Source: an optimization exercise on an open RTL-to-GDS flow (aim: a short achievable clock period and few clock cycles). Production flows keep margins and buffers that such runs may drop. Where RTL was checked, it was by simulation tests only, not by an equivalence proof against the original. Function not checked in runs 1 and 2: the RTL went through the layout flow alone. Power is estimated from default activity; no workload was simulated.

### flow/config.mk
export PLATFORM = sky130hd
export DESIGN_NAME = csr_top
export DESIGN_NICKNAME = csr_top
export VERILOG_FILES = /design/flow/design.v
export SDC_FILE = /design/flow/constraint.sdc
export NUM_CORES = 4
export LEC_CHECK = 0
export ABC_AREA = 1
export CAP_MARGIN = 20
export CORE_MARGIN = 2
export CORE_UTILIZATION = 35
export SETUP_SLACK_MARGIN = 3.0
export SLEW_MARGIN = 20
export SYNTH_HIERARCHICAL = 1
export SYNTH_MINIMUM_KEEP_SIZE = 0
### flow/constraint.sdc
create_clock -name core_clock -period 5.0 [get_ports {clk}]
set_input_delay 1.0000 -clock core_clock [delete_from_list [all_inputs] [get_ports {clk}]]
set_output_delay 1.0000 -clock core_clock [all_outputs]
set_load 0.01 [all_outputs]
### flow/design.v
package csr_pkg;
    typedef enum logic [11:0] {
        CSR_SATP     = 12'h180,
        CSR_MSTATUS  = 12'h300,
        CSR_MIE      = 12'h304,
        CSR_MTVEC    = 12'h305,
        CSR_MSCRATCH = 12'h340,
        CSR_MEPC     = 12'h341,
        CSR_MCAUSE   = 12'h342,
        CSR_MTVAL    = 12'h343,
        CSR_MIP      = 12'h344,
        CSR_MCYCLE   = 12'hB00,
        CSR_MHARTID  = 12'hF14
    } csr_addr_e;
    localparam logic [31:0] MSTATUS_MASK = 32'h0000_1888;
    localparam logic [31:0] MTVEC_MASK   = 32'hFFFF_FFFC;
    localparam logic [31:0] MIP_MASK     = 32'h0000_0888;
    localparam int MSTATUS_MIE    = 3;
    localparam int MSTATUS_MPIE   = 7;
    localparam int MSTATUS_MPP_LO = 11;
    typedef struct packed {
        logic [31:0] mstatus;
        logic [31:0] mtvec;
        logic [31:0] mip;
        logic [31:0] mie;
        logic [31:0] mscratch;
        logic [31:0] mcause;
        logic [31:0] mtval;
        logic [31:0] mepc;
        logic [31:0] mcycle;
        logic [31:0] mhartid;
        logic [31:0] satp;
    } csr_pack;
endpackage
package core_pkg;
    localparam int XLEN = 32;
    typedef enum logic [2:0] {
        CSR_RW,
        CSR_RS,
        CSR_RC,
        CSR_RWI,
        CSR_RSI,
        CSR_RCI
    } csr_op_e;
    typedef struct packed {
        logic            valid;
        csr_op_e         op;
        logic [11:0]     addr;
        logic [XLEN-1:0] rs1_data;
        logic [4:0]      zimm;
        logic            rs1_zero;
    } csr_req;
    typedef struct packed {
        logic            csr_write_enable;
        logic [11:0]     csr_dest_addr;
        logic [XLEN-1:0] csr_write_data;
    } csr_writer;
    typedef struct packed {
        logic            trap_valid;
        logic            mret_valid;
        logic [XLEN-1:0] cause;
        logic [XLEN-1:0] pc;
        logic [XLEN-1:0] tval;
    } trap_req;
    typedef struct packed {
        logic            valid;
        logic [XLEN-1:0] pc;
    } redirect;
endpackage
`timescale 1ns/10ps
module csr (
    input  logic                clk,
    input  logic                rst,
    input  logic [10:0]         we,
    input  logic [31:0]         operand,
    input  logic                op_set,
    input  logic                op_clr,
    input  logic                trap_valid,
    input  logic                mret_valid,
    input  logic [31:0]         trap_cause,
    input  logic [31:0]         trap_pc,
    input  logic [31:0]         trap_tval,
    output csr_pkg::csr_pack    csrs
);
    csr_pkg::csr_pack r;
    assign csrs = r;
    function automatic logic [31:0] upd(input logic [31:0] old, input logic [31:0] opnd,
                                        input logic set, input logic clr);
        if (set)      upd = old | opnd;
        else if (clr) upd = old & ~opnd;
        else          upd = opnd;
    endfunction
    logic [31:0] st_trap, st_mret;
    always_comb begin
        st_trap = r.mstatus;
        st_trap[csr_pkg::MSTATUS_MPIE] = r.mstatus[csr_pkg::MSTATUS_MIE];
        st_trap[csr_pkg::MSTATUS_MIE] = 1'b0;
        st_trap[csr_pkg::MSTATUS_MPP_LO +: 2] = 2'b11;
        st_mret = r.mstatus;
        st_mret[csr_pkg::MSTATUS_MIE] = r.mstatus[csr_pkg::MSTATUS_MPIE];
        st_mret[csr_pkg::MSTATUS_MPIE] = 1'b1;
        st_mret[csr_pkg::MSTATUS_MPP_LO +: 2] = 2'b11;
    end
    always_ff @(posedge clk or posedge rst) begin
        if (rst) begin
            r <= '0;
        end else begin
            if (trap_valid)
                r.mstatus <= st_trap & csr_pkg::MSTATUS_MASK;
            else if (mret_valid)
                r.mstatus <= st_mret & csr_pkg::MSTATUS_MASK;
            else if (we[10])
                r.mstatus <= upd(r.mstatus, operand, op_set, op_clr) & csr_pkg::MSTATUS_MASK;
            if (we[9]) r.mtvec <= upd(r.mtvec, operand, op_set, op_clr) & csr_pkg::MTVEC_MASK;
            if (we[8]) r.mip   <= upd(r.mip,   operand, op_set, op_clr) & csr_pkg::MIP_MASK;
            if (we[7]) r.mie   <= upd(r.mie,   operand, op_set, op_clr);
            if (we[6]) r.mscratch <= upd(r.mscratch, operand, op_set, op_clr);
            if (trap_valid)  r.mcause <= trap_cause;
            else if (we[5])  r.mcause <= upd(r.mcause, operand, op_set, op_clr);
            if (trap_valid)  r.mtval  <= trap_tval;
            else if (we[4])  r.mtval  <= upd(r.mtval, operand, op_set, op_clr);
            if (trap_valid)  r.mepc   <= trap_pc;
            else if (we[3])  r.mepc   <= upd(r.mepc, operand, op_set, op_clr);
            if (we[2]) r.mcycle <= upd(r.mcycle, operand, op_set, op_clr);
            else       r.mcycle <= r.mcycle + 32'd1;
            if (we[1]) r.mhartid <= upd(r.mhartid, operand, op_set, op_clr);
            if (we[0]) r.satp    <= upd(r.satp,    operand, op_set, op_clr);
        end
    end
endmodule
`timescale 1ns/10ps
module csr_exec #(
    parameter int NSLICE = 4
) (
    input  core_pkg::csr_req              req,
    input  logic                          trap_valid,
    input  logic                          mret_valid,
    input  csr_pkg::csr_pack              csrs,
    output logic [core_pkg::XLEN-1:0]     rd_data,
    output logic                          illegal,
    output logic [10:0]                   we,
    output logic [core_pkg::XLEN-1:0]     operand,
    output logic                          op_set,
    output logic                          op_clr
);
    localparam int SW = core_pkg::XLEN / NSLICE;
    logic [11:0] a;
    logic        known;
    logic        imm_form;
    logic        src_zero;
    logic        is_rw;
    logic        wr_ok;
    logic [10:0] hit;
    assign a = req.addr;
    assign hit[10] = (a == csr_pkg::CSR_MSTATUS);
    assign hit[9]  = (a == csr_pkg::CSR_MTVEC);
    assign hit[8]  = (a == csr_pkg::CSR_MIP);
    assign hit[7]  = (a == csr_pkg::CSR_MIE);
    assign hit[6]  = (a == csr_pkg::CSR_MSCRATCH);
    assign hit[5]  = (a == csr_pkg::CSR_MCAUSE);
    assign hit[4]  = (a == csr_pkg::CSR_MTVAL);
    assign hit[3]  = (a == csr_pkg::CSR_MEPC);
    assign hit[2]  = (a == csr_pkg::CSR_MCYCLE);
    assign hit[1]  = (a == csr_pkg::CSR_MHARTID);
    assign hit[0]  = (a == csr_pkg::CSR_SATP);
    assign known   = |hit;
    assign illegal = req.valid && !known;
    for (genvar g = 0; g < NSLICE; g++) begin : g_rd
        rd_slice #(.LO(g * SW), .W(SW)) u_rd (
            .a        (a),
            .mstatus  (csrs.mstatus[g*SW +: SW]),
            .mtvec    (csrs.mtvec[g*SW +: SW]),
            .mip      (csrs.mip[g*SW +: SW]),
            .mie      (csrs.mie[g*SW +: SW]),
            .mscratch (csrs.mscratch[g*SW +: SW]),
            .mcause   (csrs.mcause[g*SW +: SW]),
            .mtval    (csrs.mtval[g*SW +: SW]),
            .mepc     (csrs.mepc[g*SW +: SW]),
            .mcycle   (csrs.mcycle[g*SW +: SW]),
            .mhartid  (csrs.mhartid[g*SW +: SW]),
            .satp     (csrs.satp[g*SW +: SW]),
            .rd       (rd_data[g*SW +: SW])
        );
    end
    assign imm_form = (req.op == core_pkg::CSR_RWI) || (req.op == core_pkg::CSR_RSI) ||
                      (req.op == core_pkg::CSR_RCI);
    assign is_rw    = (req.op == core_pkg::CSR_RW) || (req.op == core_pkg::CSR_RWI);
    assign op_set   = (req.op == core_pkg::CSR_RS) || (req.op == core_pkg::CSR_RSI);
    assign op_clr   = (req.op == core_pkg::CSR_RC) || (req.op == core_pkg::CSR_RCI);
    assign operand  = imm_form ? {{(core_pkg::XLEN-5){1'b0}}, req.zimm} : req.rs1_data;
    assign src_zero = imm_form ? (req.zimm == 5'd0) : req.rs1_zero;
    assign wr_ok = req.valid && !trap_valid && !mret_valid && !(src_zero && !is_rw);
    assign we    = hit & {11{wr_ok}};
endmodule
module rd_slice #(
    parameter int LO = 0,
    parameter int W  = 8
) (
    input  logic [11:0]  a,
    input  logic [W-1:0] mstatus,
    input  logic [W-1:0] mtvec,
    input  logic [W-1:0] mip,
    input  logic [W-1:0] mie,
    input  logic [W-1:0] mscratch,
    input  logic [W-1:0] mcause,
    input  logic [W-1:0] mtval,
    input  logic [W-1:0] mepc,
    input  logic [W-1:0] mcycle,
    input  logic [W-1:0] mhartid,
    input  logic [W-1:0] satp,
    output logic [W-1:0] rd
);
    localparam logic [W-1:0] M_STATUS = csr_pkg::MSTATUS_MASK[LO +: W];
    localparam logic [W-1:0] M_TVEC   = csr_pkg::MTVEC_MASK[LO +: W];
    localparam logic [W-1:0] M_IP     = csr_pkg::MIP_MASK[LO +: W];
    logic s_mstatus, s_mtvec, s_mip, s_mie, s_mscratch, s_mcause;
    logic s_mtval, s_mepc, s_mcycle, s_mhartid, s_satp;
    assign s_mstatus  = !a[2] && !a[6] && !a[7] && !a[11];    
    assign s_mtvec    = a[0] && a[2];                         
    assign s_mip      = a[2] && a[6];                         
    assign s_mie      = !a[0] && a[2] && !a[6] && !a[11];     
    assign s_mscratch = !a[0] && !a[1] && !a[2] && a[6];      
    assign s_mcause   = !a[0] && a[1];                        
    assign s_mtval    = a[0] && a[1];                         
    assign s_mepc     = a[0] && !a[1] && !a[2];               
    assign s_mcycle   = !a[2] && a[11];                       
    assign s_mhartid  = a[4];                                 
    assign s_satp     = a[7];                                 
    assign rd = ({W{s_mstatus}}  & mstatus & M_STATUS)
              | ({W{s_mtvec}}    & mtvec & M_TVEC)
              | ({W{s_mip}}      & mip & M_IP)
              | ({W{s_mie}}      & mie)
              | ({W{s_mscratch}} & mscratch)
              | ({W{s_mcause}}   & mcause)
              | ({W{s_mtval}}    & mtval)
              | ({W{s_mepc}}     & mepc)
              | ({W{s_mcycle}}   & mcycle)
              | ({W{s_mhartid}}  & mhartid)
              | ({W{s_satp}}     & satp);
endmodule
`timescale 1ns/10ps
module trap_seq (
    input  logic                rst,
    input  core_pkg::trap_req   trap,
    input  csr_pkg::csr_pack    csrs,
    output logic                busy,
    output core_pkg::redirect   redir
);
    assign busy        = 1'b0;
    assign redir.valid = !rst && (trap.trap_valid || trap.mret_valid);
    assign redir.pc    = trap.trap_valid ? csrs.mtvec : csrs.mepc;
endmodule
`timescale 1ns/10ps
module csr_unit (
    input  logic                          clk,
    input  logic                          rst,
    input  core_pkg::csr_req              req,
    input  core_pkg::trap_req             trap,
    output logic [core_pkg::XLEN-1:0]     rd_data,
    output logic                          illegal,
    output logic                          busy,
    output core_pkg::redirect             redir,
    output csr_pkg::csr_pack              csrs
);
    logic [10:0]               we;
    logic [core_pkg::XLEN-1:0] operand;
    logic                      op_set;
    logic                      op_clr;
    csr_exec u_exec (
        .req        (req),
        .trap_valid (trap.trap_valid),
        .mret_valid (trap.mret_valid),
        .csrs       (csrs),
        .rd_data    (rd_data),
        .illegal    (illegal),
        .we         (we),
        .operand    (operand),
        .op_set     (op_set),
        .op_clr     (op_clr)
    );
    trap_seq u_seq (
        .rst   (rst),
        .trap  (trap),
        .csrs  (csrs),
        .busy  (busy),
        .redir (redir)
    );
    csr u_csr (
        .clk        (clk),
        .rst        (rst),
        .we         (we),
        .operand    (operand),
        .op_set     (op_set),
        .op_clr     (op_clr),
        .trap_valid (trap.trap_valid),
        .mret_valid (trap.mret_valid),
        .trap_cause (trap.cause),
        .trap_pc    (trap.pc),
        .trap_tval  (trap.tval),
        .csrs       (csrs)
    );
endmodule
`timescale 1ns/10ps
module csr_top (
    input  logic        clk,
    input  logic        rst,
    input  logic        req_valid,
    input  logic [2:0]  req_op,
    input  logic [11:0] req_addr,
    input  logic [31:0] req_rs1_data,
    input  logic [4:0]  req_zimm,
    input  logic        req_rs1_zero,
    input  logic        trap_valid,
    input  logic        mret_valid,
    input  logic [31:0] trap_cause,
    input  logic [31:0] trap_pc,
    input  logic [31:0] trap_tval,
    output logic [31:0] rd_data,
    output logic        illegal,
    output logic        busy,
    output logic        redir_valid,
    output logic [31:0] redir_pc,
    output logic [31:0] mstatus,
    output logic [31:0] mtvec,
    output logic [31:0] mip,
    output logic [31:0] mie,
    output logic [31:0] mscratch,
    output logic [31:0] mcause,
    output logic [31:0] mtval,
    output logic [31:0] mepc,
    output logic [31:0] mcycle,
    output logic [31:0] mhartid,
    output logic [31:0] satp
);
    core_pkg::csr_req  req;
    core_pkg::trap_req trap;
    core_pkg::redirect redir;
    csr_pkg::csr_pack  csrs;
    assign req.valid    = req_valid;
    assign req.op       = core_pkg::csr_op_e'(req_op);
    assign req.addr     = req_addr;
    assign req.rs1_data = req_rs1_data;
    assign req.zimm     = req_zimm;
    assign req.rs1_zero = req_rs1_zero;
    assign trap.trap_valid = trap_valid;
    assign trap.mret_valid = mret_valid;
    assign trap.cause      = trap_cause;
    assign trap.pc         = trap_pc;
    assign trap.tval       = trap_tval;
    csr_unit u_unit (
        .clk     (clk),
        .rst     (rst),
        .req     (req),
        .trap    (trap),
        .rd_data (rd_data),
        .illegal (illegal),
        .busy    (busy),
        .redir   (redir),
        .csrs    (csrs)
    );
    assign redir_valid = redir.valid;
    assign redir_pc    = redir.pc;
    assign mstatus  = csrs.mstatus;
    assign mtvec    = csrs.mtvec;
    assign mip      = csrs.mip;
    assign mie      = csrs.mie;
    assign mscratch = csrs.mscratch;
    assign mcause   = csrs.mcause;
    assign mtval    = csrs.mtval;
    assign mepc     = csrs.mepc;
    assign mcycle   = csrs.mcycle;
    assign mhartid  = csrs.mhartid;
    assign satp     = csrs.satp;
endmodule
### flow/run.sh
#!/bin/bash
# synth_recipe.tcl (not shown) runs the flow's synth.tcl, then flattens the netlist and writes it again
# the make line also repeats each setting of config.mk as NAME=value (left out here)
make -C /OpenROAD-flow-scripts/flow DESIGN_CONFIG=/design/flow/config.mk WORK_HOME=/design/flow/orfs CLKGATE_MAP_FILE= SYNTH_SCRIPT=/design/flow/synth_recipe.tcl finish
==> impl_metrics.py, run 1 <==
metrics = {
    "logic_synthesis": {
        "async_reset_ff_share_pct": 100.0,
        "synth-edff-count": 0,
        "synth_top_family_by_area": "simple AND/OR/NAND/NOR gates",
        "synth_top_flop_cell": "dfrtp_1",
        "synth_cells": 2632,
        "synthMuxAreaShare_pct": 0,
        "synth-compound-area-share_pct": 17.83,
        "synth_xor_area_share_pct": 0.1413,
        "ys_ff_latch": 293,
        "syn_area_per_cell_sq_um": 7.067,
        "syn-cell-area_sq_um": 18600,
        "synthTopCellsByArea": "dfrtp_1, nand2_1, a21oi_1, nor2_1, nand3_1",
        "synth_top_area_share_pct": 39.42,
        "synth_area_leader_cell": "dfrtp_1",
        "synthAdderAreaFrac_pct": 0.06726,
        "synth-seq-area-share_pct": 39.42,
        "synthDistinctLibCells": 42,
        "ys_warn_count": 7,
        "synth-simple-area-share_pct": 32.15,
    },
    "setup_path": {
        "critPathMaxStageDelay_ps": 170,
        "reg2reg_depth": 11,
        "crit_path_max_fanout": 6,
        "critical_path.startpoint": "req_addr[11]",
        "r2r_slack_ps": 3080,
        "path_depth": 10,
        "rr_startpoint": "u_unit.u_csr.r[65]",
        "cp-start-kind": "input port",
        "crit_end": "illegal",
        "path_class": "in2out",
        "path_common_cell": "nor2_4",
        "path_buf_inv": 4,
        "critPathSlowestCell": "buf_16",
        "crit_family": "buffers and inverters",
        "critPathArrivalTime_ps": 2180,
        "worstPathCellList": "buf_12, buf_16, buf_6, nor2_4, nand2_4, nor2_4, o21ai_2, nand4_1, nor2_2, buf_2",
        "cp.required_ps": 4000,
        "regToRegEndpoint": "u_unit.u_csr.r[94]",
        "cp-end-kind": "output pin",
    },
    "timing": {
        "slew_viol_final": 0,
        "rsz0062_at_grt": "yes",
        "post-route-period-util_pct": 63.63,
        "setup_viol": 0,
        "fin_setup_tns_ps": 0,
        "max-slew-margin-rel_pct": 46.38,
        "fin_crit_ps": 3181,
        "hold_violations": 0,
        "worst_pin_slew_ps": 804.3,
        "whs_ps": 553.2,
        "fin_worst_skew_ps": 20.72,
        "clock.fmax_ghz": 0.3143,
    },
    "final_layout": {
        "largestRegisters": "u_unit.u_csr.r (293)",
        "multiInputGateArea_sq_um": 12750,
        "largest_register": "u_unit.u_csr.r",
        "n_fill_cell": 3406,
        "drive_above_1_share_pct": 56.53,
        "nets": 4119,
        "register_area_sq_um": 7460,
        "largest_reg_flops": 293,
        "syn2layout_area_growth_pct": 113.0,
    },
    "die": {
        "io_pins": 573,
        "die-area_sq_um": 55010,
        "core_area_sq_um": 52550,
        "fp.dieH_um": 234.5,
        "dieWidth_um": 234.5,
        "rows": 84,
        "start_util_pct": 35.40,
    },
    "clock_tree": {
        "cts_buffer_depth": 3,
        "clk_pin_slew_ps": 60,
        "clock-root-buffer": "clkbuf_16",
        "cts_sinks": 293,
        "h-tree-depth": 2,
        "cts_hold_buf": 0,
        "cts_buffers": 37,
        "clock_latency_ps": 580,
        "cts_tree": "done",
    },
    "hold_path": {
        "hold_class": "reg2reg",
        "hold_depth": 2,
    },
    "status": {
        "outcome": "complete, no violations",
    },
    "grt": {
        "grtUsageMet1_pct": 53.04,
        "gr-usage-all-layers_pct": 43.05,
        "met2_usage_pct": 64.03,
        "antenna_found_initial": 7,
        "grt_overflow": 0,
        "grt_first_pass_wirelength_um": 172200,
        "grt_pass1_vias": 25848,
        "top_usage_layer": "met2",
        "grt_use_met3_pct": 12.78,
        "grt_max_degree": 119,
    },
    "routing": {
        "drt_first_pass_iters": 9,
        "drc": 0,
        "avgViaCountPerCell": 5.935,
        "first_iter_violations": 3521,
        "wire_per_inst_um": 28.15,
        "ant_nets": 0,
        "vias": 27782,
        "routed_wl_um": 131800,
    },
    "power": {
        "swShare_pct": 34.74,
        "p_seq_share_pct": 31.1,
        "power_frac_comb_pct": 35.7,
        "powerDensity_nw_per_um2": 215.9,
        "power.share.clock_pct": 33.3,
        "power.leakage_nw": 18.71,
        "internal_power_w": 0.005585,
        "netSwitchingPower_w": 0.002973,
        "irDropWorstVdd_mv": 0.2311,
    },
    "placement": {
        "dp_hpwl_um": 61710,
        "port_buffers": 512,
        "gp_congestion": 0.9492,
    },
    "run": {
        "cap_violations": 0,
    },
}
==> worst min-delay path by stage <==
stage                               end  slack (ps)                 from
detailed placement   u_unit.u_csr.r[12]         550   u_unit.u_csr.r[12]
CTS                  u_unit.u_csr.r[12]         560   u_unit.u_csr.r[12]
floorplan           u_unit.u_csr.r[331]         550  u_unit.u_csr.r[331]
global placement     u_unit.u_csr.r[44]         530   u_unit.u_csr.r[44]
global route         u_unit.u_csr.r[44]         590   u_unit.u_csr.r[44]
finish               u_unit.u_csr.r[44]         550   u_unit.u_csr.r[44]
==> synth_stat cells (16+ instances only) <==
library cell	number
a21oi_1	334
nand2_2	16
dfrtp_1	293
buf_2	45
o21ai_0	121
o211ai_1	18
nor2_1	367
nand2_1	589
nand3_2	28
nor2_4	26
nand3_1	216
clkbuf_1	75
inv_1	140
a22oi_1	97
inv_2	32
nor2_2	44
buf_4	73
==> per-module statistics from Yosys, one instance, submodules excluded, a selection <==
module | flops+latches | cell area, sq um | copies in the design
csr | 293 | 14470 | 1
csr_exec | 0 | 938.4 | 1
trap_seq | 0 | 483.0 | 1
==> layout by cell type, fill, tap and decap left out, drive strengths merged, types with 18 or more instances in the layout <==
master,instances
a21oi,334
a22oi,97
buf,1292
clkbuf,68
clkdlybuf4s50,128
conb,60
dfrtp,293
inv,175
nand2,606
nand3,244
nor2,441
o211ai,18
o21ai,139
or2,34
==> worst min-delay path: cells and delay by family (launching register included) <==
kind / cells / cell delay [ps]
AO/OA/AOI/OAI: 2 / 140
flip-flops: 1 / 380
==> power groups by stage <==
stage	combinational, W	clock [W]	sequential, W
global placement	0.00169	0	0.00274
finish	0.00305	0.00285	0.00266
CTS	0.00259	0.00280	0.00264
detailed placement	0.00171	0	0.00274
floorplan	0.000943	0	0.00273
global route	0.00317	0.00292	0.00266
==> per-stage QoR <==
step           instances  cell area, sq um  util (%)  total power [W]  setup slack [ps]
3_5_place_dp        3722             24950     47.48         0.004453             897.1
2_1_floorplan       2690             20410         -         0.003670             110.9
6_report            4681             39630     75.41         0.008557              1819
5_1_grt             4679             39620     75.40         0.008751              1793
3_3_place_gp        3722             24950     47.48         0.004433             889.9
4_1_cts             4529             36530     69.51         0.008027              1915
==> layout make-up <==
cell class	instances	area share, %
tap	688	2.172
sequential	293	18.82
inverter	174	2.169
antenna	4	0.02526
multi-input combinational	2010	32.17
clock buffer	57	2.860
clock inverter	7	0.2336
timing repair inverter	5	0.2494
timing repair buffer	1443	41.30
==> logic make-up after synthesis <==
| family | Yosys count |
|---|---|
| xor gates and xnor gates | 3 |
| buffers and inverters | 391 |
| DFF | 293 |
| and+or+nand+nor | 1343 |
| AOI/OAI and AO/OA | 599 |
| adders and majority gates | 1 |
| other | 2 |
==> repair_timing <==
item                       in CTS  in global routing
setup endpoints to repair     652                652
gates cloned                   77                  8
pin swaps                     175                151
resized for setup            2687                509
buffers inserted              666                140
==> per-layer routing <==
metal / wire length [um] / part of all wire, %
met1: 45080 / 34
met2: 56030 / 43
met3: 18090 / 14
met4: 12560 / 9.5
met5: 35 / 0.027
==> run 2: changes to the inputs <==
--- a/flow/design.v
+++ b/flow/design.v
@@ -132,3 +132,3 @@
 module csr_exec #(
-    parameter int NSLICE = 4
+    parameter int NSLICE = 16
 ) (
==> run 2 against run 1 <==
Against the previous run: cell count rose by 1.3%; largest power group unchanged; combinational power rose by 7.2%; area after synthesis rose by 2.9%; highest routed layer unchanged; worst hold slack improved by 14 ps; sequential power barely moved; clock skew fell by 0.64 ps; clock power fell by 2%; global-route usage rose by 2.2 points; clock-buffer cell count fell by 1; synthesized cell count rose by 2.7%.
==> impl_metrics.py, run 2 <==
metrics = {
    "status": {
        "outcome": "complete, no violations",
    },
    "setup_path": {
        "regToRegEndpoint": "u_unit.u_csr.r[86]",
        "cp-start-kind": "input port",
        "cp.required_ps": 4000,
        "critPathMaxStageDelay_ps": 150,
        "critical_path.startpoint": "req_addr[0]",
        "worstPathCellList": "buf_16, buf_12, buf_16, buf_12, nor2_4, nand3_2, nand2_1, nor2_1, nand2_1, buf_2",
        "critPathSlowestCell": "buf_16",
        "crit_path_max_fanout": 7,
        "rr_startpoint": "u_unit.u_csr.r[65]",
        "crit_end": "rd_data[21]",
        "cp-end-kind": "output pin",
        "path_class": "in2out",
        "critPathArrivalTime_ps": 2120,
        "r2r_slack_ps": 2780,
        "reg2reg_depth": 10,
    },
    "final_layout": {
        "final_util_pct": 76.59,
        "layout_common_cells": "buf_6, nand2_1, buf_4, nor2_1, nand3_1",
        "nets": 4175,
        "drive_above_1_share_pct": 57.68,
        "largest_register": "u_unit.u_csr.r",
        "largestRegisters": "u_unit.u_csr.r (293)",
        "largest_reg_flops": 293,
        "syn2layout_area_growth_pct": 115.8,
        "final_common_cell": "buf_6",
    },
    "clock_tree": {
        "clock-root-buffer": "clkbuf_16",
        "cts_buffers": 38,
        "cts_hold_buf": 0,
        "cts_tree": "done",
        "cts_buffer_depth": 3,
        "h-tree-depth": 2,
        "clk_pin_slew_ps": 50,
        "clock_latency_ps": 580,
        "cts_sinks": 293,
    },
    "routing": {
        "first_iter_violations": 3587,
        "ant_nets": 0,
        "vias": 28524,
        "drt_first_pass_iters": 8,
        "drc": 0,
        "wire_per_inst_um": 29.66,
        "routed_wl_um": 140700,
        "avgViaCountPerCell": 6.014,
    },
    "logic_synthesis": {
        "synth-edff-count": 0,
        "syn_area_per_cell_sq_um": 7.079,
        "synth_top_area_share_pct": 38.32,
        "async_reset_ff_share_pct": 100.0,
        "synth_top_flop_cell": "dfrtp_1",
        "synth_area_leader_cell": "dfrtp_1",
        "synth_cells": 2703,
        "synthDistinctLibCells": 43,
        "synth.most_common_cell": "nand2_1",
        "syn-cell-area_sq_um": 19140,
        "ys_warn_count": 7,
        "synth_commonest_cells": "nand2_1, nor2_1, a21oi_1",
        "synth-seq-area-share_pct": 38.32,
        "synthTopCellsByArea": "dfrtp_1, nand2_1, a21oi_1, nor2_1, nand3_1",
        "ys_ff_latch": 293,
    },
    "die": {
        "io_pins": 573,
        "rows": 85,
        "die-area_sq_um": 56560,
        "start_util_pct": 35.49,
        "fp.dieH_um": 237.8,
        "core_area_sq_um": 53920,
        "dieWidth_um": 237.8,
    },
    "power": {
        "power_frac_comb_pct": 37.5,
        "irDropWorstVdd_mv": 0.2139,
        "netSwitchingPower_w": 0.003097,
        "swShare_pct": 35.51,
        "powerDensity_nw_per_um2": 211.1,
        "power_w": 0.008720,
        "power.leakage_nw": 19.17,
        "power.share.clock_pct": 32.1,
        "p_seq_share_pct": 30.5,
        "internal_power_w": 0.005624,
    },
    "timing": {
        "fin_worst_skew_ps": 20.08,
        "worst_pin_slew_ps": 934.0,
        "fin_setup_tns_ps": 0,
        "post-route-period-util_pct": 62.48,
        "max-slew-margin-rel_pct": 37.39,
        "setup_viol": 0,
        "fin_crit_ps": 3124,
        "hold_violations": 0,
        "clock.fmax_ghz": 0.3201,
        "slew_viol_final": 0,
        "rsz0062_at_grt": "yes",
    },
    "grt": {
        "grt_overflow": 0,
        "grt_first_pass_wirelength_um": 185800,
        "gr-usage-all-layers_pct": 45.28,
        "grt_max_degree": 115,
        "antenna_found_initial": 4,
        "grt_pass1_vias": 27355,
    },
    "placement": {
        "port_buffers": 512,
        "dp_hpwl_um": 58000,
        "gp_congestion": 0.8969,
    },
    "hold_path": {
        "hold_class": "reg2reg",
    },
    "run": {
        "cap_violations": 0,
    },
}
## run 2: changes by cell type in the layout (fill, tap and decap cells not counted), moves of 39 or more
cell,delta
nand2_1,-39
a21oi_1,-83
nand3_1,+84
inv_2,+43
a21oi_2,+51
## run 2: per-module statistics from Yosys (local to each module, per instance), excerpt
module	times used	area [sq um]
trap_seq	1	483.0
csr	1	14560
csr_exec	1	938.4
## run 2: how the worst min path moves through the flow
stage	cells past startpoint	to	slack [ps]	startpoint
finish	2	u_unit.u_csr.r[19]	570	u_unit.u_csr.r[19]
global route	2	u_unit.u_csr.r[19]	590	u_unit.u_csr.r[19]
CTS	2	u_unit.u_csr.r[26]	540	u_unit.u_csr.r[26]
detailed placement	2	u_unit.u_csr.r[19]	540	u_unit.u_csr.r[19]
global placement	2	u_unit.u_csr.r[39]	540	u_unit.u_csr.r[39]
floorplan	2	u_unit.u_csr.r[331]	560	u_unit.u_csr.r[331]
## run 2: what timing repair did
| action | 4_1_cts | 5_1_grt |
|---|---|---|
| gates resized for setup | 2791 | 562 |
| cloned | 117 | 5 |
| setup buffers | 625 | 123 |
| endpoints found under the setup margin | 766 | 716 |
| pin swaps | 216 | 175 |
## run 2: cell type report
class	instances	area [sq um]
sequential	293	7453
clock inverter	9	113.9
inverter	191	928.4
fill	3405	12620
timing repair inverter	7	102.6
clock buffer	56	1079
multi-input combinational	2068	13710
timing repair buffer	1421	17030
antenna	2	5.005
tap	696	870.8
## run 2: critical path, delay by kind of cell
kind,cells,cell delay [ps]
AND/OR/NAND/NOR,5,410
buffers and inverters,5,690
## run 2: stage by stage
stage | hold WS (ps) | instance area, sq um | worst slack, ps | instances
floorplan | 559.0 | 20980 | 110.9 | 2761
global placement | 535.3 | 25490 | 1041 | 3806
detailed placement | 543.7 | 25490 | 937.2 | 3806
CTS | 544.4 | 38060 | 1950 | 4613
global route | 588.4 | 41300 | 1852 | 4742
finish | 566.9 | 41300 | 1876 | 4743
## run 2: cells by family (layout without fill, tap and decap cells)
kind of cell | after synthesis | in the layout | share of synthesized area, %
flops | 293 | 293 | 38.32
other cells | 2 | 62 | 0.03925
simple gates | 1401 | 1401 | 33.65
xor+xnor | 3 | 3 | 0.1373
buf+inv | 400 | 1684 | 10.34
fa+ha+maj | 1 | 1 | 0.06537
compound gates | 603 | 603 | 17.45
## run 2: power groups by stage
stage          clock, W  combinational [W]  sequential, W
6_report        0.00280            0.00327        0.00266
5_1_grt         0.00289            0.00338        0.00266
4_1_cts         0.00277            0.00292        0.00263
3_5_place_dp          0            0.00175        0.00273
3_3_place_gp          0            0.00173        0.00273
2_1_floorplan         0           0.000973        0.00273
## run 2: metal layers
metal  part of all wire, %  GRT usage [%]
met1                    33          52.23
met2                    43          68.55
met3                    13          15.27
met4                    11          36.59
met5                 0.026              0
==> run 3: changes to the inputs <==
--- a/flow/design.v
+++ b/flow/design.v
@@ -132,3 +132,3 @@
 module csr_exec #(
-    parameter int NSLICE = 16
+    parameter int NSLICE = 8
 ) (
==> run 3 against run 2 <==
Against the previous run: critical path type unchanged; largest cell class unchanged; sequential share of layout area is 1.1 points higher; still clean on timing, DRC and antenna; area after synthesis shrank 1.3%; critical endpoint is now rd_data[5]; sequential power about the same; critical path depth shrank 1.
==> impl_metrics.py, run 3 <==
metrics = {
    "status": {
        "outcome": "complete, no violations",
    },
    "clock_tree": {
        "cts_buffer_depth": 3,
        "clock-root-buffer": "clkbuf_16",
        "cts_sinks": 293,
        "cts_buffers": 39,
        "clk_pin_slew_ps": 50,
        "h-tree-depth": 2,
        "clock_latency_ps": 600,
        "cts_tree": "done",
    },
    "routing": {
        "met3WireLength_um": 16450,
        "vias": 27239,
        "wl_met2_um": 56230,
        "avgViaCountPerCell": 5.910,
        "first_iter_violations": 3444,
        "wire_per_inst_um": 28.57,
        "drt_first_pass_iters": 6,
        "drc": 0,
        "top_layer": "met5",
        "ant_nets": 0,
        "routed_wl_um": 131700,
        "drt-met1-wl_um": 46540,
    },
    "setup_path": {
        "cp-end-kind": "output pin",
        "critPathArrivalTime_ps": 2100,
        "path_class": "in2out",
        "cp.required_ps": 4000,
        "cp-start-kind": "input port",
        "crit_path_max_fanout": 8,
    },
    "die": {
        "dieWidth_um": 236.3,
        "fp.dieH_um": 236.3,
        "io_pins": 573,
        "core_area_sq_um": 53600,
        "die-area_sq_um": 55820,
        "rows": 85,
        "start_util_pct": 35.23,
    },
    "logic_synthesis": {
        "syn-cell-area_sq_um": 18880,
        "ys_ff_latch": 293,
        "synthTopCellsByArea": "dfrtp_1, nand2_1, a21oi_1, nand3_1, nor2_1",
        "synth_top_family_by_area": "simple AND/OR/NAND/NOR gates",
        "synth_commonest_cells": "nand2_1, nor2_1, a21oi_1",
        "synth_area_leader_cell": "dfrtp_1",
        "synth_xor_area_share_pct": 0.1392,
        "synth-seq-area-share_pct": 38.83,
        "synth-simple-area-share_pct": 32.71,
        "synthMuxAreaShare_pct": 0,
        "ys_warn_count": 7,
        "synthAdderAreaFrac_pct": 0.06626,
        "synth-edff-count": 0,
        "synth_cells": 2636,
        "synth.most_common_cell": "nand2_1",
        "synth_top_flop_cell": "dfrtp_1",
        "syn_area_per_cell_sq_um": 7.163,
        "async_reset_ff_share_pct": 100.0,
        "synth_top_area_share_pct": 38.83,
        "synth-compound-area-share_pct": 17.82,
        "synthDistinctLibCells": 46,
    },
    "timing": {
        "post-route-period-util_pct": 61.99,
        "fin_setup_tns_ps": 0,
        "setup_viol": 0,
        "max-slew-margin-rel_pct": 51.02,
        "slew_viol_final": 0,
        "rsz0062_at_grt": "yes",
        "worst_pin_slew_ps": 733.1,
        "setup_ws_ps": 1901,
        "hold_violations": 0,
        "clock.fmax_ghz": 0.3227,
        "fin_worst_skew_ps": 23.97,
        "fin_crit_ps": 3099,
    },
    "final_layout": {
        "final_util_pct": 72.49,
        "n_fill_cell": 3862,
        "drive_above_1_share_pct": 54.60,
        "syn2layout_area_growth_pct": 105.8,
        "largest_reg_flops": 293,
        "largest_register": "u_unit.u_csr.r",
        "final_common_cell": "buf_6",
        "layout_common_cells": "buf_6, nand2_1, buf_4, nor2_1, nand3_1",
        "nets": 4039,
        "largestRegisters": "u_unit.u_csr.r (293)",
    },
    "hold_path": {
        "hold_class": "reg2reg",
    },
    "grt": {
        "antenna_found_initial": 3,
        "grt_first_pass_wirelength_um": 173900,
        "grt_pass1_vias": 25429,
        "grt_overflow": 0,
        "gr-usage-all-layers_pct": 42.60,
        "grt_max_degree": 138,
    },
    "placement": {
        "gp_congestion": 0.9165,
        "dp_worst_setup_slack_ps": 984.5,
        "port_buffers": 512,
        "dp_hpwl_um": 58370,
    },
    "run": {
        "cap_violations": 0,
    },
    "power": {
        "irDropWorstVdd_mv": 0.2198,
        "powerDensity_nw_per_um2": 221.7,
        "power.leakage_nw": 18.30,
    },
}
==> run 3: changes by cell type in the layout (fill, tap and decap cells not counted), sizes merged, moves of 3 or more <==
cell / previous run / this run
buf: 1265 / 1191
clkbuf: 66 / 77
a21oi: 338 / 343
inv: 194 / 174
bufbuf: 12 / 8
nor2: 482 / 433
and3: 3 / 0
nand2: 542 / 539
dlygate4sd2: 3 / 0
==> run 3: routing by layer <==
| metal | GRT usage [%] | vias up |
|---|---|---|
| met5 | 0 | - |
| li1 | - | 11259 |
| met1 | 52.12 | 13058 |
| met3 | 11.47 | 728 |
| met4 | 30.46 | 2 |
| met2 | 64.94 | 2192 |
==> run 3: final timing paths <==
path	from	end	slack [ps]	cells past startpoint
setup / recovery	req_addr[2]	rd_data[5]	1900	9
setup reg to reg	u_unit.u_csr.r[64]	u_unit.u_csr.r[86]	3010	10
min in group asynchronous	rst	u_unit.u_csr.r[159]	920	2
hold / removal	u_unit.u_csr.r[32]	u_unit.u_csr.r[32]	570	2
max in group asynchronous	rst	u_unit.u_csr.r[319]	3070	3
hold reg to reg	u_unit.u_csr.r[32]	u_unit.u_csr.r[32]	570	2
==> run 3: cell families after synthesis <==
logic type	after synthesis
flops	293
compound gates	608
xor+xnor	3
simple gates	1345
other cells	2
buf+inv	384
fa+ha+maj	1
==> run 3: through the flow <==
| step | hold WS (ps) | instance area (sq um) | total power, W | cells |
|---|---|---|---|---|
| global placement | 534.1 | 25100 | 0.004449 | 3732 |
| finish | 567.3 | 38860 | 0.008615 | 4609 |
| detailed placement | 541.5 | 25100 | 0.004462 | 3732 |
| floorplan | 559.0 | 20640 | 0.003684 | 2694 |
| CTS | 549.1 | 35610 | 0.008192 | 4456 |
| global route | 596.5 | 38850 | 0.008828 | 4607 |
==> run 3: timing repair <==
action / in CTS / in global routing
pin swaps: 100 / 136
buffers inserted: 575 / 128
gates resized for setup: 2557 / 531
hold buffers: 0 / 0
gates cloned: 82 / 22
setup endpoints to repair: 756 / 789
==> run 3: critical path, cell delays in order <==
cell and delay [ps]:
buf_16 160, buf_12 130, buf_16 150, nor2_2 40, nand2_1 80, inv_2 80, a21oi_2 170, nand2_1 110
buf_2 150
==> run 3: area by class of cell <==
class	count	area, sq um	area share, %
Antenna cell	3	7.507	0.01932
Clock buffer	52	1095	2.817
Clock inverter	15	166.4	0.4283
Inverter	171	835.8	2.151
Multi-Input combinational cell	2017	12670	32.60
Sequential cell	293	7435	19.13
Tap cell	696	870.8	2.241
Timing Repair Buffer	1358	15720	40.44
Timing Repair inverter	4	63.81	0.1642
==> run 3: modules after synthesis, one instance, submodules excluded, excerpt <==
module	copies in the design	flops+latches	cell area, sq um	cells
trap_seq	1	0	483.0	108
csr	1	293	14560	1735
csr_exec	1	0	938.4	174
==> run 3: where the power goes <==
part | leakage (nW) | internal, W | switching [W]
Sequential | 3.73 | 0.00250 | 0.000133
Combinational | 13.9 | 0.00142 | 0.00164
Clock | 0.622 | 0.00169 | 0.00123
Total | 18.3 | 0.00561 | 0.00300
Testbench counts of run 3, summed over its fixed seeds: cycles 3,200.
==> run 4: changes to the inputs <==
==> flow/flow/run.sh (new file) <==
#!/bin/bash
# Standard ORFS layout, with the read-path pins (req_addr, req_valid, rd_data,
# illegal) placed together on the bottom edge so the address decode and read
# mux sit next to them. Every tool's output goes to a log in this folder and
# ORFS keeps its per-step logs under orfs/logs.
set -euo pipefail
here=$(pwd)
bash standard.sh finish PRE_IO_PLACEMENT_TCL="$here/flow/io.tcl" > "$here/standard_make.log" 2>&1
==> flow/flow/io.tcl (new file) <==
# Keep the combinational read path (address in, data out) short: its pins go
# in one group in the middle of the bottom edge.
set block [ord::get_db_block]
set die [$block getDieArea]
set dbu [[ord::get_db_tech] getDbUnitsPerMicron]
set w [expr {double([$die xMax]) / $dbu}]
set names {req_valid illegal}
for {set i 0} {$i < 12} {incr i} { lappend names "req_addr\[$i\]" }
for {set i 0} {$i < 32} {incr i} { lappend names "rd_data\[$i\]" }
set x0 [expr {int(0.25 * $w)}]
set x1 [expr {int(0.75 * $w)}]
set_io_pin_constraint -pin_names $names -region bottom:$x0-$x1
==> flow/standard.sh (new file) <==
#!/bin/bash
# synth_recipe.tcl (not shown) runs the flow's synth.tcl, then flattens the netlist and writes it again
# the make line also repeats each setting of config.mk as NAME=value (left out here)
make -C /OpenROAD-flow-scripts/flow DESIGN_CONFIG=/design/flow/config.mk WORK_HOME=/design/flow/orfs CLKGATE_MAP_FILE= SYNTH_SCRIPT=/design/flow/synth_recipe.tcl "${@:-finish}"
removed: flow/run.sh
==> run 4 against run 3 <==
Against the previous run: power grew 1.3%; worst hold slack lost 8.5 ps; register-to-register slack lost 260 ps; clock-buffer cell count shrank 1; critical path type unchanged.
==> impl_metrics.py, run 4 <==
metrics = {
    "final_layout": {
        "layout_common_cells": "buf_6, nand2_1, buf_4, nor2_1, nand3_1",
        "nets": 4081,
        "final_cell_area_sq_um": 39690,
        "final_cells": 4651,
        "final_util_pct": 74.05,
        "syn2layout_area_growth_pct": 110.2,
        "final_common_cell": "buf_6",
        "largest_register": "u_unit.u_csr.r",
        "drive_above_1_share_pct": 55.40,
        "largest_reg_flops": 293,
        "largestRegisters": "u_unit.u_csr.r (293)",
    },
    "logic_synthesis": {
        "synth-edff-count": 0,
        "synth_commonest_cells": "nand2_1, nor2_1, a21oi_1",
        "synth_area_leader_cell": "dfrtp_1",
        "synth_cells": 2636,
        "async_reset_ff_share_pct": 100.0,
        "synthDistinctLibCells": 46,
        "ys_warn_count": 7,
        "synth_top_area_share_pct": 38.83,
        "synth_top_flop_cell": "dfrtp_1",
        "syn_area_per_cell_sq_um": 7.163,
        "synth-seq-area-share_pct": 38.83,
        "synthTopCellsByArea": "dfrtp_1, nand2_1, a21oi_1, nand3_1, nor2_1",
        "ys_ff_latch": 293,
        "syn-cell-area_sq_um": 18880,
        "synth.most_common_cell": "nand2_1",
    },
    "hold_path": {
        "min_to": "u_unit.u_csr.r[43]",
        "min_from": "u_unit.u_csr.r[43]",
        "hold_class": "reg2reg",
        "hold_depth": 2,
    },
    "routing": {
        "drc": 0,
        "routed_wl_um": 131400,
        "avgViaCountPerCell": 5.887,
        "wire_per_inst_um": 28.24,
        "first_iter_violations": 3178,
        "vias": 27381,
        "ant_nets": 0,
        "drt_first_pass_iters": 6,
    },
    "grt": {
        "gr-usage-all-layers_pct": 42.66,
        "grt_use_met3_pct": 10.91,
        "grt_first_pass_wirelength_um": 174900,
        "antenna_found_initial": 5,
        "grt_overflow": 0,
        "grt_pass1_vias": 25687,
        "met2_usage_pct": 66.85,
        "grt_max_degree": 107,
        "grtUsageMet1_pct": 50.24,
        "top_usage_layer": "met2",
    },
    "placement": {
        "gp_congestion": 0.9109,
        "dp_hpwl_um": 62450,
        "port_buffers": 512,
        "place_area_sq_um": 25190,
        "dpl.cell_count": 3738,
    },
    "timing": {
        "rsz0062_at_grt": "yes",
        "clock.fmax_ghz": 0.3086,
        "max-slew-margin-rel_pct": 55.02,
        "worst_pin_slew_ps": 674.8,
        "fin_setup_tns_ps": 0,
        "fin_worst_skew_ps": 22.66,
        "post-route-period-util_pct": 64.81,
        "setup_viol": 0,
        "slew_viol_final": 0,
        "hold_violations": 0,
        "fin_crit_ps": 3240,
    },
    "setup_path": {
        "cp-start-kind": "input port",
        "critPathArrivalTime_ps": 2240,
        "path_class": "in2out",
        "cp.required_ps": 4000,
        "crit_path_max_fanout": 7,
        "r2r_slack_ps": 2750,
        "cp-end-kind": "output pin",
        "regToRegEndpoint": "u_unit.u_csr.r[86]",
        "rr_startpoint": "u_unit.u_csr.r[64]",
        "reg2reg_depth": 9,
    },
    "clock_tree": {
        "cts_buffer_depth": 3,
        "cts_buffers": 36,
        "cts_sinks": 293,
        "h-tree-depth": 2,
        "clock_latency_ps": 570,
        "cts_hold_buf": 0,
        "clock-root-buffer": "clkbuf_16",
        "cts_tree": "done",
        "clk_pin_slew_ps": 60,
    },
    "power": {
        "power.leakage_nw": 18.59,
        "powerDensity_nw_per_um2": 219.9,
        "irDropWorstVdd_mv": 0.1965,
        "power_w": 0.008727,
    },
    "status": {
        "outcome": "complete, no violations",
    },
    "die": {
        "io_pins": 573,
        "fp.dieH_um": 236.3,
        "die-area_sq_um": 55820,
        "start_util_pct": 35.23,
        "dieWidth_um": 236.3,
        "core_area_sq_um": 53600,
        "rows": 85,
    },
    "run": {
        "cap_violations": 0,
    },
}
run 4: cell counts after synthesis:
No cell type changed its count.
run 4: power by group:
group	total, W	switching [W]	internal, W
combinational	0.00317	0.00167	0.00150
clock	0.00291	0.00116	0.00175
sequential	0.00265	0.000149	0.00250
total	0.00873	0.00298	0.00575
run 4: per-stage QoR:
| stage | hold WS [ps] | worst slack (ps) |
|---|---|---|
| floorplan | 559.0 | 110.9 |
| global placement | 535.2 | 880.5 |
| detailed placement | 543.1 | 817.1 |
| CTS | 558.0 | 1874 |
| global route | 595.0 | 1740 |
| finish | 558.8 | 1760 |
run 4: layout make-up:
cell class                      count  area, sq um
Antenna cell                        4        10.01
Clock buffer                       51         1069
Clock inverter                     12        193.9
Fill cell                        3607        13910
Inverter                          171        883.3
Multi-Input combinational cell   2018        12790
Sequential cell                   293         7460
Tap cell                          696        870.8
Timing Repair Buffer             1400        16280
Timing Repair inverter              6        132.6
run 4: repair_timing:
action,CTS,global route
gates resized for setup,2685,541
gates cloned,76,13
pin swaps,186,190
buffers inserted,610,147
setup endpoints to repair,652,652
run 4: critical path, stage by stage:
cell and delay [ps]:
buf_16 150, buf_16 180, clkinvlp_4 180, nand2_2 120, nor2_4 70, o21ai_2 130
nand4_1 120, nor2_2 120, buf_6 150
run 4: kinds of logic after synthesis:
logic type / count (synthesis) / synth area share [%]
compound gates: 608 / 17.82
xor+xnor: 3 / 0.1392
fa+ha+maj: 1 / 0.06625
buf+inv: 384 / 10.39
flops: 293 / 38.83
other cells: 2 / 0.03977
simple gates: 1345 / 32.71
run 4: how the worst max path moves through the flow:
stage / slack (ps) / to / cells past startpoint / startpoint
3_5_place_dp: 820 / rd_data[26] / 8 / req_addr[6]
2_1_floorplan: 110 / u_unit.u_csr.r[0] / 1 / rst
5_1_grt: 1740 / illegal / 9 / req_addr[11]
6_report: 1760 / illegal / 9 / req_addr[0]
4_1_cts: 1870 / rd_data[13] / 9 / req_addr[0]
3_3_place_gp: 880 / u_unit.u_csr.r[94] / 10 / req_op[1]
run 4: layer usage:
| layer | up-vias | share of wire, % |
|---|---|---|
| li1 | 11340 | - |
| met5 | - | 0.0091 |
| met2 | 2152 | 44 |
| met4 | 2 | 11 |
| met3 | 754 | 12 |
| met1 | 13133 | 34 |
run 4: modules after synthesis (local to each module, per instance), a selection:
module	cells inside	copies in the design
trap_seq	108	1
csr_exec	174	1
csr	1735	1
==> run 5: changes to the inputs <==
--- a/flow/design.v
+++ b/flow/design.v
@@ -147,3 +147,2 @@
     logic [11:0] a;
-    logic        known;
     logic        imm_form;
@@ -165,4 +164,7 @@
     assign hit[0]  = (a == csr_pkg::CSR_SATP);
-    assign known   = |hit;
-    assign illegal = req.valid && !known;
+    addr_check u_chk (
+        .valid   (req.valid),
+        .a       (a),
+        .illegal (illegal)
+    );
     for (genvar g = 0; g < NSLICE; g++) begin : g_rd
@@ -240,2 +242,19 @@
 endmodule
+module addr_check (
+    input  logic        valid,
+    input  logic [11:0] a,
+    output logic        illegal
+);
+    logic common, g3, lo30, lo34, k3, k180, kb00, kf14, known;
+    assign common = a[8] && !a[5] && !a[3];
+    assign g3   = !a[11] && !a[10] && a[9] && !a[7] && !a[4];
+    assign lo30 = !a[6] && !a[1] && (a[2] || !a[0]);
+    assign lo34 = a[6] && (!a[2] || (!a[1] && !a[0]));
+    assign k3   = g3 && (lo30 || lo34);
+    assign k180 = !a[11] && !a[10] && !a[9] && a[7] && !a[6] && !a[4] && !a[2] && !a[1] && !a[0];
+    assign kb00 = a[11] && !a[10] && a[9] && !a[7] && !a[6] && !a[4] && !a[2] && !a[1] && !a[0];
+    assign kf14 = a[11] && a[10] && a[9] && !a[7] && !a[6] && a[4] && a[2] && !a[1] && !a[0];
+    assign known   = common && (k3 || k180 || kb00 || kf14);
+    assign illegal = valid && !known;
+endmodule
 `timescale 1ns/10ps
==> flow/run.sh (new file) <==
#!/bin/bash
# synth_recipe.tcl (not shown) runs the flow's synth.tcl, then flattens the netlist and writes it again
# the make line also repeats each setting of config.mk as NAME=value (left out here)
make -C /OpenROAD-flow-scripts/flow DESIGN_CONFIG=/design/flow/config.mk WORK_HOME=/design/flow/orfs CLKGATE_MAP_FILE= SYNTH_SCRIPT=/design/flow/synth_recipe.tcl finish
--- a/flow/config.mk
+++ b/flow/config.mk
@@ -7,3 +7,3 @@
 export LEC_CHECK = 0
-export ABC_AREA = 1
+export ABC_AREA = 0
 export CAP_MARGIN = 20
removed: flow/flow/run.sh
removed: flow/flow/io.tcl
removed: flow/standard.sh
==> run 5 against run 4 <==
Against the previous run: still clean on timing, DRC and antenna; register-to-register slack lost 350 ps; area after synthesis shrank 10%; power shrank 12%; critical path depth shrank 1; largest power group is now clock.
==> impl_metrics.py, run 5 <==
metrics = {
    "grt": {
        "grt_overflow": 0,
        "gr-usage-all-layers_pct": 44.22,
        "grt_max_degree": 74,
        "antenna_found_initial": 2,
        "grt_pass1_vias": 21817,
        "grt_first_pass_wirelength_um": 159300,
    },
    "die": {
        "dieWidth_um": 224.2,
        "io_pins": 573,
        "die-area_sq_um": 50260,
        "rows": 80,
        "core_area_sq_um": 47850,
        "start_util_pct": 35.46,
        "fp.dieH_um": 224.2,
    },
    "clock_tree": {
        "cts_tree": "done",
        "clk_pin_slew_ps": 60,
        "clock-root-buffer": "clkbuf_16",
        "cts_buffer_depth": 3,
        "clock_latency_ps": 570,
        "h-tree-depth": 2,
        "cts_sinks": 293,
        "cts_buffers": 38,
        "cts_hold_buf": 0,
    },
    "final_layout": {
        "layout_common_cells": "buf_6, buf_4, dfrtp_1, a21oi_1, a21oi_2",
        "nets": 3039,
        "final_common_cell": "buf_6",
        "syn2layout_area_growth_pct": 114.0,
        "final_cell_area_sq_um": 36320,
        "largest_reg_flops": 293,
        "largest_register": "u_unit.u_csr.r",
        "n_fill_cell": 3058,
        "largestRegisters": "u_unit.u_csr.r (293)",
        "multiInputGateArea_sq_um": 11670,
        "register_area_sq_um": 7393,
        "drive_above_1_share_pct": 63.22,
    },
    "logic_synthesis": {
        "synthTopCellsByArea": "dfrtp_1, a21oi_1, a211oi_1, a21o_1, mux2_4",
        "syn_area_per_cell_sq_um": 9.763,
        "async_reset_ff_share_pct": 100.0,
        "synth_area_leader_cell": "dfrtp_1",
        "synth-edff-count": 0,
        "syn-cell-area_sq_um": 16970,
        "synthDistinctLibCells": 78,
        "synth_top_area_share_pct": 43.21,
        "synth_commonest_cells": "a21oi_1, dfrtp_1, a211oi_1",
        "ys_warn_count": 7,
        "synth_top_flop_cell": "dfrtp_1",
        "ys_ff_latch": 293,
        "synth-seq-area-share_pct": 43.21,
        "synth.most_common_cell": "a21oi_1",
        "synth_cells": 1738,
    },
    "routing": {
        "first_iter_violations": 2976,
        "wire_per_inst_um": 34.15,
        "drt_first_pass_iters": 8,
        "routed_wl_um": 120500,
        "drc": 0,
        "avgViaCountPerCell": 6.426,
        "vias": 22679,
        "ant_nets": 0,
    },
    "timing": {
        "slew_viol_final": 0,
        "setup_viol": 0,
        "rsz0062_at_grt": "yes",
        "fin_setup_tns_ps": 0,
        "fin_worst_skew_ps": 15.47,
        "max-slew-margin-rel_pct": 41.99,
        "post-route-period-util_pct": 67.22,
        "hold_violations": 0,
        "clock.fmax_ghz": 0.2975,
        "fin_crit_ps": 3361,
        "worst_pin_slew_ps": 868.4,
    },
    "power": {
        "power.share.clock_pct": 36.9,
        "power.leakage_nw": 16.68,
        "power_w": 0.007679,
        "netSwitchingPower_w": 0.002454,
        "p_seq_share_pct": 33.5,
        "power_frac_comb_pct": 29.6,
        "irDropWorstVdd_mv": 0.2203,
        "internal_power_w": 0.005225,
        "swShare_pct": 31.95,
        "powerDensity_nw_per_um2": 211.4,
    },
    "setup_path": {
        "cp-end-kind": "output pin",
        "cp.required_ps": 4000,
        "cp-start-kind": "input port",
        "path_class": "in2out",
        "critPathArrivalTime_ps": 2360,
        "crit_path_max_fanout": 6,
    },
    "hold_path": {
        "hold_class": "reg2reg",
    },
    "placement": {
        "gp_congestion": 0.8842,
        "place_area_sq_um": 23020,
        "port_buffers": 512,
        "dp_hpwl_um": 51610,
    },
    "status": {
        "outcome": "complete, no violations",
    },
    "run": {
        "cap_violations": 0,
    },
}
run 5: area by class of cell:
class	instances	area share (%)
antenna	2	0.01378
clock buffer	57	3.211
clock inverter	11	0.2343
inverter	9	0.1102
multi-input combinational	1274	32.14
sequential	293	20.36
tap	615	2.119
timing repair buffer	1268	41.82
run 5: layer usage:
layer / vias to the layer above / track usage, % / routed length [um] / share of wire (%)
met4: 0 / 27.34 / 10110 / 8.4
li1: 8859 / - / - / -
met1: 11234 / 54.31 / 41700 / 35
met3: 625 / 14.68 / 16660 / 14
met5: - / 0 / 0 / 0
met2: 1961 / 67.13 / 52060 / 43
run 5: path summary, 6_finish.rpt:
| check | cells after the start | endpoint | from | slack [ps] |
|---|---|---|---|---|
| worst max register to register | 7 | u_unit.u_csr.r[94] | u_unit.u_csr.r[69] | 2400 |
| worst max-delay path | 8 | rd_data[26] | req_addr[2] | 1640 |
| max in group asynchronous | 3 | u_unit.u_csr.r[179] | rst | 3280 |
| worst min register to register | 2 | u_unit.u_csr.r[231] | u_unit.u_csr.r[231] | 560 |
| min in group asynchronous | 2 | u_unit.u_csr.r[31] | rst | 780 |
| worst min-delay path | 2 | u_unit.u_csr.r[231] | u_unit.u_csr.r[231] | 560 |
run 5: critical path, cell delays in order:
cell	delay, ps
buf_16	150
buf_12	130
buf_16	120
buf_6	100
nor2b_4	40
a222oi_1	390
o2111ai_2	200
buf_2	190
run 5: per-module statistics from Yosys, one instance, submodules excluded, a selection:
| module | flip-flops and latches | cells inside |
|---|---|---|
| csr_exec | 0 | 80 |
| csr | 293 | 1313 |
| trap_seq | 0 | 39 |
| addr_check | 0 | 18 |
run 5: through the flow:
stage / utilization (%) / hold WS, ps / instances / worst slack (ps)
floorplan: - / 563.5 / 1796 / 110.9
CTS: 68.48 / 553.7 / 3388 / 1730
finish: 75.91 / 558.9 / 3529 / 1639
global route: 75.90 / 564.6 / 3528 / 1656
detailed placement: 48.11 / 545.1 / 2756 / 727.6
global placement: 48.11 / 529.9 / 2756 / 806.0
run 5: repair_timing:
item | 4_1_cts | 5_1_grt
gates cloned | 103 | 6
setup buffers | 461 | 133
endpoints found under the setup margin | 652 | 652
gates resized for setup | 2355 | 570
pin swaps | 169 | 192
run 5: power groups by stage:
stage | combinational, W | clock [W] | sequential [W]
floorplan | 0.000757 | 0 | 0.00264
global placement | 0.00138 | 0 | 0.00264
detailed placement | 0.00139 | 0 | 0.00264
CTS | 0.00198 | 0.00280 | 0.00256
global route | 0.00235 | 0.00292 | 0.00258
finish | 0.00227 | 0.00283 | 0.00257
run 5: cell families (layout without fill, tap and decap cells):
logic type               after synthesis  count (layout)  synth area share [%]
other                                  2              62               0.04426
buffers and inverters                233            1345                 7.529
XOR/XNOR                              34              34                 1.755
adder cells (fa/ha/maj)                1               1               0.07373
AO/OA/AOI/OAI                        835             835                 31.32
AND/OR/NAND/NOR                      291             295                 12.03
multiplexers                          49              49                 4.041
flip-flops                           293             293                 43.21
Testbench counts of run 5, summed over its fixed seeds: cycles 3,200.
==> run 6: changes to the inputs <==
--- a/flow/config.mk
+++ b/flow/config.mk
@@ -7,6 +7,6 @@
 export LEC_CHECK = 0
-export ABC_AREA = 0
+export ABC_AREA = 1
 export CAP_MARGIN = 20
 export CORE_MARGIN = 2
-export CORE_UTILIZATION = 35
+export CORE_UTILIZATION = 45
 export SETUP_SLACK_MARGIN = 3.0
==> run 6 against run 5 <==
Against the previous run: the flow now stops in global routing (5_1_grt); area after synthesis rose by 10%; synthesized cell count grew 52%.
==> impl_metrics.py, run 6 <==
metrics = {
    "logic_synthesis": {
        "ys_ff_latch": 293,
        "synth_commonest_cells": "nand2_1, nor2_1, a21oi_1",
        "synth-seq-area-share_pct": 39.15,
        "synth_top_flop_cell": "dfrtp_1",
        "synth.most_common_cell": "nand2_1",
        "synth_area_leader_cell": "dfrtp_1",
        "synth-edff-count": 0,
        "synth_cells": 2634,
        "syn_area_per_cell_sq_um": 7.110,
        "synthDistinctLibCells": 48,
        "syn-cell-area_sq_um": 18730,
        "synthTopCellsByArea": "dfrtp_1, nand2_1, a21oi_1, nor2_1, nand3_1",
        "async_reset_ff_share_pct": 100.0,
        "ys_warn_count": 7,
        "synth_top_area_share_pct": 39.15,
    },
    "timing": {
        "crit_endpoint": "rd_data[6]",
        "endpoint_type": "output port",
    },
    "status": {
        "outcome": "stopped before the end",
        "error": "[ERROR GRT-0232] Routing congestion too high. Check the congestion heatmap in the GUI.",
        "stop_stage": "global routing (5_1_grt)",
    },
    "clock_tree": {
        "cts_sinks": 293,
        "h-tree-depth": 2,
        "cts_buffers": 36,
        "clock-root-buffer": "clkbuf_16",
        "cts_buffer_depth": 3,
        "cts_hold_buf": 0,
    },
    "placement": {
        "gp_congestion": 0.9308,
        "dp_hpwl_um": 57790,
        "dp_worst_setup_slack_ps": 839.8,
        "port_buffers": 512,
    },
    "die": {
        "io_pins": 573,
        "start_util_pct": 45.76,
        "fp.dieH_um": 208.0,
        "dieWidth_um": 208.0,
        "rows": 74,
    },
    "grt": {
        "grt_overflow": 5731,
        "grt_max_degree": 120,
        "gr-usage-all-layers_pct": 114.7,
    },
}
run 6: changes by cell type after synthesis, sizes merged, moves of 41 or more:
cell	previous run	this run
nand2	33	537
nor2	61	424
nand3	14	317
inv	9	171
o21ai	20	137
a211oi	110	1
a21o	98	0
a21oi	444	346
a22oi	41	97
mux2	48	0
and2	41	0
run 6: how the worst min path moves through the flow:
stage / from / endpoint / slack, ps / cells after the start
after floorplan: u_unit.u_csr.r[331] / u_unit.u_csr.r[331] / 560 / 2
after global placement: u_unit.u_csr.r[15] / u_unit.u_csr.r[15] / 540 / 2
after detailed placement: u_unit.u_csr.r[36] / u_unit.u_csr.r[36] / 550 / 2
after CTS: u_unit.u_csr.r[48] / u_unit.u_csr.r[48] / 550 / 2
run 6: logic make-up after synthesis:
kind of cell | count (synthesis) | share of synthesized area, %
xor+xnor | 3 | 0.1403
buf+inv | 385 | 10.50
simple gates | 1340 | 32.06
fa+ha+maj | 1 | 0.06680
other cells | 2 | 0.04010
flops | 293 | 39.15
compound gates | 610 | 18.04
run 6: timing repair:
item	4_1_cts
gates resized for setup	2641
pin swaps	146
buffers inserted	640
gates cloned	88
setup endpoints to repair	854
run 6: layer usage:
layer | track usage, % | overflow
met1 | 98.48 | 281
met2 | 144.8 | 3941
met3 | 96.83 | 259
met4 | 126.8 | 1211
met5 | 86.87 | 39
run 6: metrics by stage:
stage | total power [W] | cells | hold WS [ps] | utilization (%) | area [sq um]
after CTS | 0.008029 | 4354 | 549.8 | 88.02 | 36020
after detailed placement | 0.004431 | 3564 | 552.7 | 60.15 | 24620
after floorplan | 0.003645 | 2692 | 559.0 | - | 20230
after global placement | 0.004409 | 3564 | 537.4 | 60.15 | 24620
run 6: power by group through the flow:
| stage | logic, W | registers [W] | clock network [W] |
|---|---|---|---|
| 2_1_floorplan | 0.000922 | 0.00272 | 0 |
| 3_3_place_gp | 0.00167 | 0.00274 | 0 |
| 3_5_place_dp | 0.00169 | 0.00274 | 0 |
| 4_1_cts | 0.00268 | 0.00264 | 0.00271 |
run 6: per-module statistics from Yosys (local to each module, per instance), excerpt:
module      cells  flip-flops and latches
addr_check     31                       0
csr          1735                     293
csr_exec      141                       0
trap_seq      108                       0
==> run 7: changes to the inputs <==
--- a/flow/config.mk
+++ b/flow/config.mk
@@ -10,4 +10,4 @@
 export CORE_MARGIN = 2
-export CORE_UTILIZATION = 45
-export SETUP_SLACK_MARGIN = 3.0
+export CORE_UTILIZATION = 35
+export SETUP_SLACK_MARGIN = 2.2
 export SLEW_MARGIN = 20
==> run 7 against run 6 <==
Against the previous run: the run now finishes clean; area after synthesis is the same; synthesized cell count is the same.
==> impl_metrics.py, run 7 <==
metrics = {
    "status": {
        "outcome": "complete, no violations",
    },
    "timing": {
        "fin_crit_ps": 3092,
        "clock.fmax_ghz": 0.3234,
        "fin_setup_tns_ps": 0,
        "worst_pin_slew_ps": 990.7,
        "setup_ws_ps": 1908,
        "setup_viol": 0,
        "slew_viol_final": 0,
        "fin_worst_skew_ps": 16.81,
        "rsz0062_at_grt": "yes",
        "whs_ps": 556.9,
        "max-slew-margin-rel_pct": 33.82,
        "post-route-period-util_pct": 61.84,
        "hold_violations": 0,
    },
    "final_layout": {
        "layout_common_cells": "nand2_1, clkdlybuf4s50_1, nor2_1, a21oi_1, dfrtp_1",
        "nets": 3379,
        "register_area_sq_um": 7335,
        "largestRegisters": "u_unit.u_csr.r (293)",
        "largest_reg_flops": 293,
        "n_fill_cell": 4936,
        "largest_register": "u_unit.u_csr.r",
        "drive_above_1_share_pct": 18.05,
        "final_common_cell": "nand2_1",
        "multiInputGateArea_sq_um": 10310,
        "syn2layout_area_growth_pct": 50.75,
    },
    "grt": {
        "antenna_found_initial": 6,
        "met2_usage_pct": 55.17,
        "grt_overflow": 0,
        "grt_use_met3_pct": 6.426,
        "grt_first_pass_wirelength_um": 140100,
        "gr-usage-all-layers_pct": 33.72,
        "grt_max_degree": 91,
        "grt_pass1_vias": 20823,
        "top_usage_layer": "met2",
        "grtUsageMet1_pct": 42.83,
    },
    "routing": {
        "wire_per_inst_um": 24.62,
        "routed_wl_um": 97050,
        "avgViaCountPerCell": 5.610,
        "vias": 22116,
        "first_iter_violations": 2428,
        "ant_nets": 0,
        "drc": 0,
        "drt_first_pass_iters": 11,
    },
    "setup_path": {
        "cp.required_ps": 4000,
        "critPathArrivalTime_ps": 2090,
        "cp-end-kind": "output pin",
        "path_class": "in2out",
        "path_buf_inv": 5,
        "crit_path_max_fanout": 4,
        "path_common_cell": "buf_12",
        "r2r_slack_ps": 3030,
        "crit_family": "buffers and inverters",
        "critPathSlowestCell": "nor2_4",
        "critPathMaxStageDelay_ps": 150,
        "cp-start-kind": "input port",
        "worstPathCellList": "buf_16, buf_12, buf_12, nor2_4, buf_6, nand2_2, nor2_2, nor2_1, nand3_1, buf_2",
    },
    "logic_synthesis": {
        "synth_top_flop_cell": "dfrtp_1",
        "synth-edff-count": 0,
        "synth-seq-area-share_pct": 39.15,
        "synthTopCellsByArea": "dfrtp_1, nand2_1, a21oi_1, nor2_1, nand3_1",
        "ys_warn_count": 7,
        "syn-cell-area_sq_um": 18730,
        "async_reset_ff_share_pct": 100.0,
        "synth_cells": 2634,
        "syn_area_per_cell_sq_um": 7.110,
        "synth.most_common_cell": "nand2_1",
        "ys_ff_latch": 293,
        "synth_commonest_cells": "nand2_1, nor2_1, a21oi_1",
        "synth_area_leader_cell": "dfrtp_1",
        "synth_top_area_share_pct": 39.15,
        "synthDistinctLibCells": 48,
    },
    "power": {
        "power.leakage_nw": 13.03,
        "powerDensity_nw_per_um2": 266.5,
        "irDropWorstVdd_mv": 0.1902,
    },
    "clock_tree": {
        "cts_buffers": 37,
        "cts_sinks": 293,
        "h-tree-depth": 2,
        "cts_tree": "done",
        "cts_buffer_depth": 3,
        "clk_pin_slew_ps": 50,
        "clock-root-buffer": "clkbuf_16",
        "clock_latency_ps": 550,
    },
    "die": {
        "die-area_sq_um": 55370,
        "start_util_pct": 35.49,
        "io_pins": 573,
        "dieWidth_um": 235.3,
        "core_area_sq_um": 52760,
        "rows": 84,
        "fp.dieH_um": 235.3,
    },
    "run": {
        "cap_violations": 0,
    },
    "placement": {
        "dp_worst_setup_slack_ps": 972.3,
        "gp_congestion": 0.9504,
        "port_buffers": 512,
        "dp_hpwl_um": 57710,
    },
    "hold_path": {
        "hold_class": "reg2reg",
    },
}
[run 7: cell counts after synthesis]
Identical to the previous run, type by type.
[run 7: logic make-up (layout without fill, tap and decap cells)]
kind of cell	count (synthesis)	in the layout	synth area share (%)
compound gates	610	610	18.04
fa+ha+maj	1	1	0.06680
flops	293	293	39.15
xor+xnor	3	3	0.1403
simple gates	1340	1340	32.06
buf+inv	385	945	10.50
other cells	2	62	0.04010
[run 7: tightest hold or removal path: stages (launching register included)]
cell and delay [ps]:
dfrtp_1 360, a21oi_1 50, a21oi_1 110
[run 7: metal layers]
| layer | up-vias | share of wire (%) | routed length (um) |
|---|---|---|---|
| li1 | 9906 | - | - |
| met1 | 10635 | 40 | 38450 |
| met2 | 1316 | 46 | 44800 |
| met3 | 255 | 9.0 | 8726 |
| met4 | 4 | 5.2 | 5052 |
| met5 | - | 0.024 | 23 |
[run 7: cell type report]
class                   instances  share of cell area (%)
inverters                     172                   2.451
diodes                          2                 0.01773
clock buffers                  53                   3.927
flip-flops and latches        293                   25.98
repair buffers                703                   27.23
multi-input cells            2014                   36.51
well taps                     688                   3.049
repair inverters                3                  0.2127
clock inverters                14                  0.6249
[run 7: worst paths after layout]
check | end | cells past startpoint | start
hold / removal | u_unit.u_csr.r[56] | 2 | u_unit.u_csr.r[56]
setup reg to reg | u_unit.u_csr.r[86] | 8 | u_unit.u_csr.r[65]
max in group asynchronous | u_unit.u_csr.r[150] | 3 | rst
setup / recovery | rd_data[12] | 10 | req_addr[6]
min in group asynchronous | u_unit.u_csr.r[130] | 2 | rst
hold reg to reg | u_unit.u_csr.r[56] | 2 | u_unit.u_csr.r[56]
[run 7: stage by stage]
step | cell area [sq um] | cells | utilization, % | power, W
6_report | 28230 | 3942 | 53.51 | 0.007524
5_1_grt | 28230 | 3941 | 53.50 | 0.007792
4_1_cts | 27720 | 3916 | 52.54 | 0.007485
3_5_place_dp | 24280 | 3751 | 46.02 | 0.004407
3_3_place_gp | 24280 | 3751 | 46.02 | 0.004390
2_1_floorplan | 18950 | 2692 | - | 0.003563
[run 7: what timing repair did]
action,CTS,global route
gates resized for setup,406,149
cloned,34,1
hold buffers,0,0
pin swaps,50,62
buffers inserted,64,23
setup endpoints to repair,354,346
[run 7: Yosys stat by module (local to each module, per instance), excerpt]
module / flip-flops and latches / cell area [sq um] / cells
trap_seq: 0 / 483.0 / 108
csr: 293 / 14560 / 1735
csr_exec: 0 / 649.4 / 141
addr_check: 0 / 133.9 / 31
[run 7: power by group]
part / internal, W / switching [W] / leakage, nW
clock network: 0.00175 / 0.00112 / 0.638
registers: 0.00249 / 0.000215 / 3.84
logic: 0.000845 / 0.00110 / 8.55
